This is an optimization exercise on Yosys and OpenROAD, whose aim is small area, not a production implementation. RTL that was checked went through simulation tests only; none was proved equivalent to the original.

==> flow/design.v (excerpt) <==
module mtmp_pow_calc (
  input  logic       clk,
  input  logic       rst_n,
  input  logic       in_vld,
  input  logic [9:0] imoy_i_j,
  input  logic [9:0] imoy_ii_jj,
  input  logic [9:0] divisor,
  input  logic [1:0] pow_sel,
  output logic       out_vld,
  output logic [8:0] mtmp,
  output logic       div0
);
  function automatic logic [8:0] sq_whyb10(input logic [8:0] v);
    logic t1;
    logic t2;
    logic t3;
    logic t4;
    logic t5;
    logic t6;
    logic t7;
    logic t8;
    logic t9;
    logic t10;
    logic t11;
    logic t12;
    logic t13;
    logic t14;
    logic t15;
    logic t16;
    logic t17;
    logic t18;
    logic t19;
    logic t20;
    logic t21;
    logic t22;
    logic t23;
    logic t24;
    logic t25;
    logic t26;
    logic t27;
    logic t28;
    logic t29;
    logic t30;
    logic t31;
    logic t32;
    logic t33;
    logic t34;
    logic t35;
    logic t36;
    logic t37;
    logic t38;
    logic t39;
    logic t40;
    logic t41;
    logic t42;
    logic [17:0] ra, rb, p;
    logic c;
    t1 = (v[0] & v[4]) ^ (v[1] & v[3]) ^ (v[1] & v[2]);
    t2 = ((v[0] & v[4]) & (v[1] & v[3])) | ((v[0] & v[4]) & (v[1] & v[2])) | ((v[1] & v[3]) & (v[1] & v[2]));
    t3 = (v[0] & v[5]) ^ (v[1] & v[4]) ^ (v[3] & ~v[2]);
    t4 = ((v[0] & v[5]) & (v[1] & v[4])) | ((v[0] & v[5]) & (v[3] & ~v[2])) | ((v[1] & v[4]) & (v[3] & ~v[2]));
    t5 = (v[0] & v[6]) ^ (v[1] & v[5]) ^ (v[2] & v[4]);
    t6 = ((v[0] & v[6]) & (v[1] & v[5])) | ((v[0] & v[6]) & (v[2] & v[4])) | ((v[1] & v[5]) & (v[2] & v[4]));
    t7 = (v[0] & v[7]) ^ (v[1] & v[6]) ^ (v[2] & v[5]);
    t8 = ((v[0] & v[7]) & (v[1] & v[6])) | ((v[0] & v[7]) & (v[2] & v[5])) | ((v[1] & v[6]) & (v[2] & v[5]));
    t9 = (v[0] & v[8]) ^ (v[1] & v[7]) ^ (v[2] & v[6]);
    t10 = ((v[0] & v[8]) & (v[1] & v[7])) | ((v[0] & v[8]) & (v[2] & v[6])) | ((v[1] & v[7]) & (v[2] & v[6]));
    t11 = (v[1] & v[8]) ^ (v[2] & v[7]) ^ (v[3] & v[6]);
    t12 = ((v[1] & v[8]) & (v[2] & v[7])) | ((v[1] & v[8]) & (v[3] & v[6])) | ((v[2] & v[7]) & (v[3] & v[6]));
    t13 = (v[2] & v[8]) ^ (v[3] & v[7]) ^ (v[4] & v[6]);
  ...
Size: about 1000 cells after synthesis, about 93 flip-flops, ~9500 um^2 of cells after synthesis.
clock: 7.0 ns
lec_check: 0
cap_margin: 20
core_margin: 2
core_utilization: 55
gpl_routability_driven: 0
slew_margin: 20
standard.sh (not shown) runs the stock make flow with config.mk's settings and CLKGATE_MAP_FILE= SYNTH_SCRIPT=/design/flow/synth_recipe.tcl, a recipe that flattens the netlist after the stock synthesis.
==> flow/flow/run.sh <==
#!/bin/bash
# The standard layout, with the port buffers made from the smallest plain buffer cell
# instead of the delay buffer buffer_ports picks by default, and a clock tree of clkbuf_8
# cells in clusters of at most 10 flip-flops, without dummy loads. Everything else is unchanged.
set -euo pipefail
bash standard.sh \
  "BUFFER_PORTS_ARGS=-buffer_cell sky130_fd_sc_hd__buf_1" \
  "CTS_ARGS=-sink_clustering_enable -repair_clock_nets -dont_use_dummy_load -buf_list sky130_fd_sc_hd__clkbuf_8 -root_buf sky130_fd_sc_hd__clkbuf_8 -sink_clustering_buffer sky130_fd_sc_hd__clkbuf_8 -sink_clustering_size 10" \
  finish > standard.log 2>&1
The first run ran to the end with no violations.
Then changed:
==> flow/flow/run.sh (replaced) <==
#!/bin/bash
set -euo pipefail
export MTMP_ABC_SCRIPT="$PWD/flow/abc.script"
export MTMP_REF_SYNTH="$PWD/synth_recipe.tcl"
bash standard.sh \
  "SYNTH_SCRIPT=$PWD/flow/synth.tcl" \
  "BUFFER_PORTS_ARGS=-buffer_cell sky130_fd_sc_hd__buf_1" \
  "CTS_ARGS=-sink_clustering_enable -repair_clock_nets -dont_use_dummy_load -buf_list sky130_fd_sc_hd__clkbuf_8 -root_buf sky130_fd_sc_hd__clkbuf_8 -sink_clustering_buffer sky130_fd_sc_hd__clkbuf_8 -sink_clustering_size 10" \
  finish > standard.log 2>&1
==> flow/flow/abc.script (new file) <==
&get -n
&st
&dch
&nf
&put
topo
stime -c
==> flow/flow/synth.tcl (new file) <==
proc abc {args} {
  set i [lsearch -exact $args -script]
  if {$i >= 0} { lset args [expr {$i + 1}] $::env(MTMP_ABC_SCRIPT) }
  yosys abc {*}$args
}
source $::env(MTMP_REF_SYNTH)
--- a/flow/config.mk
+++ b/flow/config.mk
@@ -10,3 +10,2 @@
 export CORE_UTILIZATION = 55
-export GPL_ROUTABILITY_DRIVEN = 0
 export SLEW_MARGIN = 20
Result: Sequential share of layout area came out higher by 0.32 points. Die area goes down by a few percent. Maximum frequency drops slightly. Setup slack degrades by 69 ps. Register-to-register slack is better by 90 ps. Routed wire length increases by a few percent. Non-clock buffer count rises by 6.
Then changed:
--- a/flow/flow/run.sh
+++ b/flow/flow/run.sh
@@ -1,7 +1,7 @@
 #!/bin/bash
+# The standard layout, with the port buffers made from the smallest plain buffer cell
+# instead of the delay buffer buffer_ports picks by default, and a clock tree of clkbuf_8
+# cells in clusters of at most 10 flip-flops, without dummy loads. Everything else is unchanged.
 set -euo pipefail
-export MTMP_ABC_SCRIPT="$PWD/flow/abc.script"
-export MTMP_REF_SYNTH="$PWD/synth_recipe.tcl"
 bash standard.sh \
-  "SYNTH_SCRIPT=$PWD/flow/synth.tcl" \
   "BUFFER_PORTS_ARGS=-buffer_cell sky130_fd_sc_hd__buf_1" \
removed: flow/flow/abc.script
removed: flow/flow/synth.tcl
Outcome: The changed run completed without violations; setup slack gains 69 ps; area after synthesis came out higher by a few percent; die area came out higher by a few percent; clock skew came out lower by 7.3 ps.
Then changed:
==> flow/flow/run.sh (replaced) <==
#!/bin/bash
set -euo pipefail
export MTMP_ABC_SCRIPT="$PWD/flow/abc.script"
export MTMP_REF_SYNTH="$PWD/synth_recipe.tcl"
bash standard.sh \
  "SYNTH_SCRIPT=$PWD/flow/synth.tcl" \
  "BUFFER_PORTS_ARGS=-buffer_cell sky130_fd_sc_hd__buf_1" \
  "CTS_ARGS=-sink_clustering_enable -repair_clock_nets -dont_use_dummy_load -buf_list sky130_fd_sc_hd__clkbuf_8 -root_buf sky130_fd_sc_hd__clkbuf_8 -sink_clustering_buffer sky130_fd_sc_hd__clkbuf_8 -sink_clustering_size 10" \
  finish > standard.log 2>&1
==> flow/flow/abc.script (new file) <==
&get -n
&st
&dch
&nf
&put
buffer -c
topo
stime -c
upsize -c
dnsize -c
==> flow/flow/synth.tcl (new file) <==
proc abc {args} {
  set i [lsearch -exact $args -script]
  if {$i >= 0} { lset args [expr {$i + 1}] $::env(MTMP_ABC_SCRIPT) }
  yosys abc {*}$args
}
source $::env(MTMP_REF_SYNTH)
Effect: Routed wire length climbs by about 6%. Final area came out lower by 0.93%. Non-clock buffer count is higher by 6. Worst setup slack gets worse by 83 ps. Synthesized cell count decreases by 3.6%.
Then changed:
--- a/flow/flow/run.sh
+++ b/flow/flow/run.sh
@@ -1,7 +1,7 @@
 #!/bin/bash
+# The standard layout, with the port buffers made from the smallest plain buffer cell
+# instead of the delay buffer buffer_ports picks by default, and a clock tree of clkbuf_8
+# cells in clusters of at most 10 flip-flops, without dummy loads. Everything else is unchanged.
 set -euo pipefail
-export MTMP_ABC_SCRIPT="$PWD/flow/abc.script"
-export MTMP_REF_SYNTH="$PWD/synth_recipe.tcl"
 bash standard.sh \
-  "SYNTH_SCRIPT=$PWD/flow/synth.tcl" \
   "BUFFER_PORTS_ARGS=-buffer_cell sky130_fd_sc_hd__buf_1" \
--- a/flow/config.mk
+++ b/flow/config.mk
@@ -9,3 +9,3 @@
 export CORE_MARGIN = 2
-export CORE_UTILIZATION = 55
+export CORE_UTILIZATION = 70
 export SLEW_MARGIN = 20
removed: flow/flow/abc.script
removed: flow/flow/synth.tcl
What happened:
- synthesized area increases by 2.4%
- design area hardly moves
- clock skew decreases by 3.5 ps
- via count increases by 3.5%
- die area decreases by 19%
- sequential share of layout area barely changes
- fmax stays flat
- final cell count decreases by 1.4%
- count of clock-buffer cells in the layout stays the same

* * *

Setup of red:
mtmp_pow_calc, a different RTL version from the one above (not shown whole).
Size: ~1,300 cells after synthesis.
clock: 7.0 ns
lec_check: 0
cap_margin: 5
core_margin: 2
core_utilization: 60
gpl_timing_driven: 0
slew_margin: 5
run.sh (not shown) runs the stock make flow with config.mk's settings and CLKGATE_MAP_FILE= SYNTH_SCRIPT=/design/flow/synth_recipe.tcl, a recipe that flattens the netlist after the stock synthesis.
Stock flow here: none of the scripts above is used.
STATUS run=red STAGES=ALL_DONE FINAL_CHECKS=FAILED CAUSE=negative setup slack
Here is what was changed in the inputs of blue compared with red.
Settings: SLEW_MARGIN now 20, was 5; GPL_TIMING_DRIVEN no longer set, was 0; CORE_UTILIZATION now 40, was 60; CAP_MARGIN now 20, was 5.
What the final checks of blue revealed, after a flow that finished every stage, was a layout that fails on negative setup slack. Number of cells upsized or downsized after cts, blue and red, lower one = blue. Changes observed in blue relative to red: number of core rows up 11. Diff red -> blue: standard cell area after detailed placement grew by about 4%; wire length went up.
No run of this note included a check of the RTL's function; only the layout flow was run.

* * *

mtmp_pow_calc with an RTL version that a note above also has.
Size: about 93 flip-flops, about 0.0090 mm^2 of cells after synthesis.
## mtmp_pow_calc
module mtmp_pow_calc (
  input  logic       clk,
  input  logic       rst_n,
  input  logic       in_vld,
  input  logic [9:0] imoy_i_j,
  input  logic [9:0] imoy_ii_jj,
  input  logic [9:0] divisor,
  input  logic [1:0] pow_sel,
  output logic       out_vld,
  output logic [8:0] mtmp,
  output logic       div0
);
  function automatic logic [8:0] sq_whyb10(input logic [8:0] v);
    logic t1;
    logic t2;
    logic t3;
    logic t4;
    logic t5;
    logic t6;
    logic t7;
    logic t8;
    logic t9;
    logic t10;
    logic t11;
    logic t12;
    logic t13;
    logic t14;
    logic t15;
    logic t16;
    logic t17;
    logic t18;
    logic t19;
    logic t20;
    logic t21;
    logic t22;
    logic t23;
    logic t24;
    logic t25;
    logic t26;
    logic t27;
    logic t28;
    logic t29;
    logic t30;
    logic t31;
    logic t32;
    logic t33;
    logic t34;
    logic t35;
    logic t36;
    logic t37;
    logic t38;
    logic t39;
    logic t40;
    logic t41;
    logic t42;
  ...
clock: 7.0 ns
lec_check: 0
cap_margin: 20
core_margin: 2
core_utilization: 55
slew_margin: 20
standard.sh (not shown) runs the stock make flow with config.mk's settings and CLKGATE_MAP_FILE= SYNTH_SCRIPT=/design/flow/synth_recipe.tcl, a recipe that flattens the netlist after the stock synthesis.
==> flow/flow/run.sh <==
#!/bin/bash
set -euo pipefail
export MTMP_ABC_SCRIPT="$PWD/flow/abc.script"
export MTMP_REF_SYNTH="$PWD/synth_recipe.tcl"
bash standard.sh \
  "SYNTH_SCRIPT=$PWD/flow/synth.tcl" \
  "BUFFER_PORTS_ARGS=-buffer_cell sky130_fd_sc_hd__buf_1" \
  "CTS_ARGS=-sink_clustering_enable -repair_clock_nets -dont_use_dummy_load -buf_list sky130_fd_sc_hd__clkbuf_8 -root_buf sky130_fd_sc_hd__clkbuf_8 -sink_clustering_buffer sky130_fd_sc_hd__clkbuf_8 -sink_clustering_size 10" \
  finish > standard.log 2>&1
==> flow/flow/abc.script <==
strash
dch
map -a
topo
stime -c
buffer -c
dnsize -c
==> flow/flow/synth.tcl <==
proc abc {args} {
  set i [lsearch -exact $args -script]
  if {$i >= 0} { lset args [expr {$i + 1}] $::env(MTMP_ABC_SCRIPT) }
  yosys abc {*}$args
}
source $::env(MTMP_REF_SYNTH)
The baseline completed with no timing, DRC or antenna violations.
Next try:
==> flow/flow/abc.script (replaced) <==
&get -n
&st
&dch
&nf
&put
buffer -c
topo
stime -c
dnsize -c
=> The new run finished with timing, DRC and antenna clean; sequential share of layout area climbs by 0.42 points; worst setup slack degrades by 0.066 ns; die area is higher by 1.6%; non-clock buffer count is lower by 34; register-to-register slack gets worse by 0.05 ns; first-iteration DRC count went down by 6.9%; worst hold slack stays flat; critical path depth falls by 11.
Next try:
--- a/flow/config.mk
+++ b/flow/config.mk
@@ -10 +10 @@
-export CORE_UTILIZATION = 55
+export CORE_UTILIZATION = 65
=> Cell area fell by 1.1%; clock skew increases by 0.012 ns; setup slack loses 0.20 ns; wire length goes up by 0.61%; final cell count goes down by about 3.7%; non-clock buffer count came out lower by 6.
Next try:
--- a/flow/config.mk
+++ b/flow/config.mk
@@ -10 +10 @@
-export CORE_UTILIZATION = 65
+export CORE_UTILIZATION = 55
What happened:
- non-clock buffer count grows by 6
- area after synthesis is unchanged
- via count shrinks slightly
- cell count rose by a few percent
- sequential share of layout area goes down by 0.19 points
- cell area rose slightly
- worst hold slack improved by 0.033 ns
- sequential cell count is unchanged
- setup slack improves by 0.20 ns
- core utilization drops by 10 points

-- separate check: timing with driven ports --
How much do the figures lean on ideal ports? The routed layouts below were timed once more, with nothing changed but the port constraints. Step 1: set_driving_cell puts a clkbuf_16 on clk and a buf_2 on each other input, an assumption about the parent block. Step 2 adds t to the input delays and takes it off the output delays; t is the mean of the earliest and latest rising clock arrival at the registers after step 1. Input paths then give back, and output paths get back, about the clock's delay inside the block. Three values: ideal ports, drivers, drivers and shift; two values: the first two.
run	t (ns)	setup WS [ns]	pins driven straight from the clock port
the first run of note 1	0.407	0.358 / 0.358 / 0.163	1
the second run of note 1	0.413	0.289 / 0.311 / -0.102	1
the third run of note 1	0.407	0.358 / 0.358 / 0.163	1
the fourth run of note 1	0.398	0.275 / 0.275 / -0.045	1
the fifth run of note 1	0.401	0.264 / 0.264 / 0.048	1
red	0.397	-0.023 / -0.021 / -0.418	1
blue	0.390	-0.030 / -0.018 / -0.407	1
the first run of note 3	0.393	0.509 / 0.509 / 0.323	1
the second run of note 3	0.400	0.443 / 0.457 / 0.056	1
the third run of note 3	0.396	0.241 / 0.241 / -0.052	1
the fourth run of note 3	0.400	0.443 / 0.457 / 0.056	1
With both steps, setup timing fails in the second run of note 1, the fourth run of note 1 and the third run of note 3, where it was met with ideal ports. For red, which loses most, drivers alone change the setup slack by +0.002 ns; drivers and shift together by -0.395 ns.
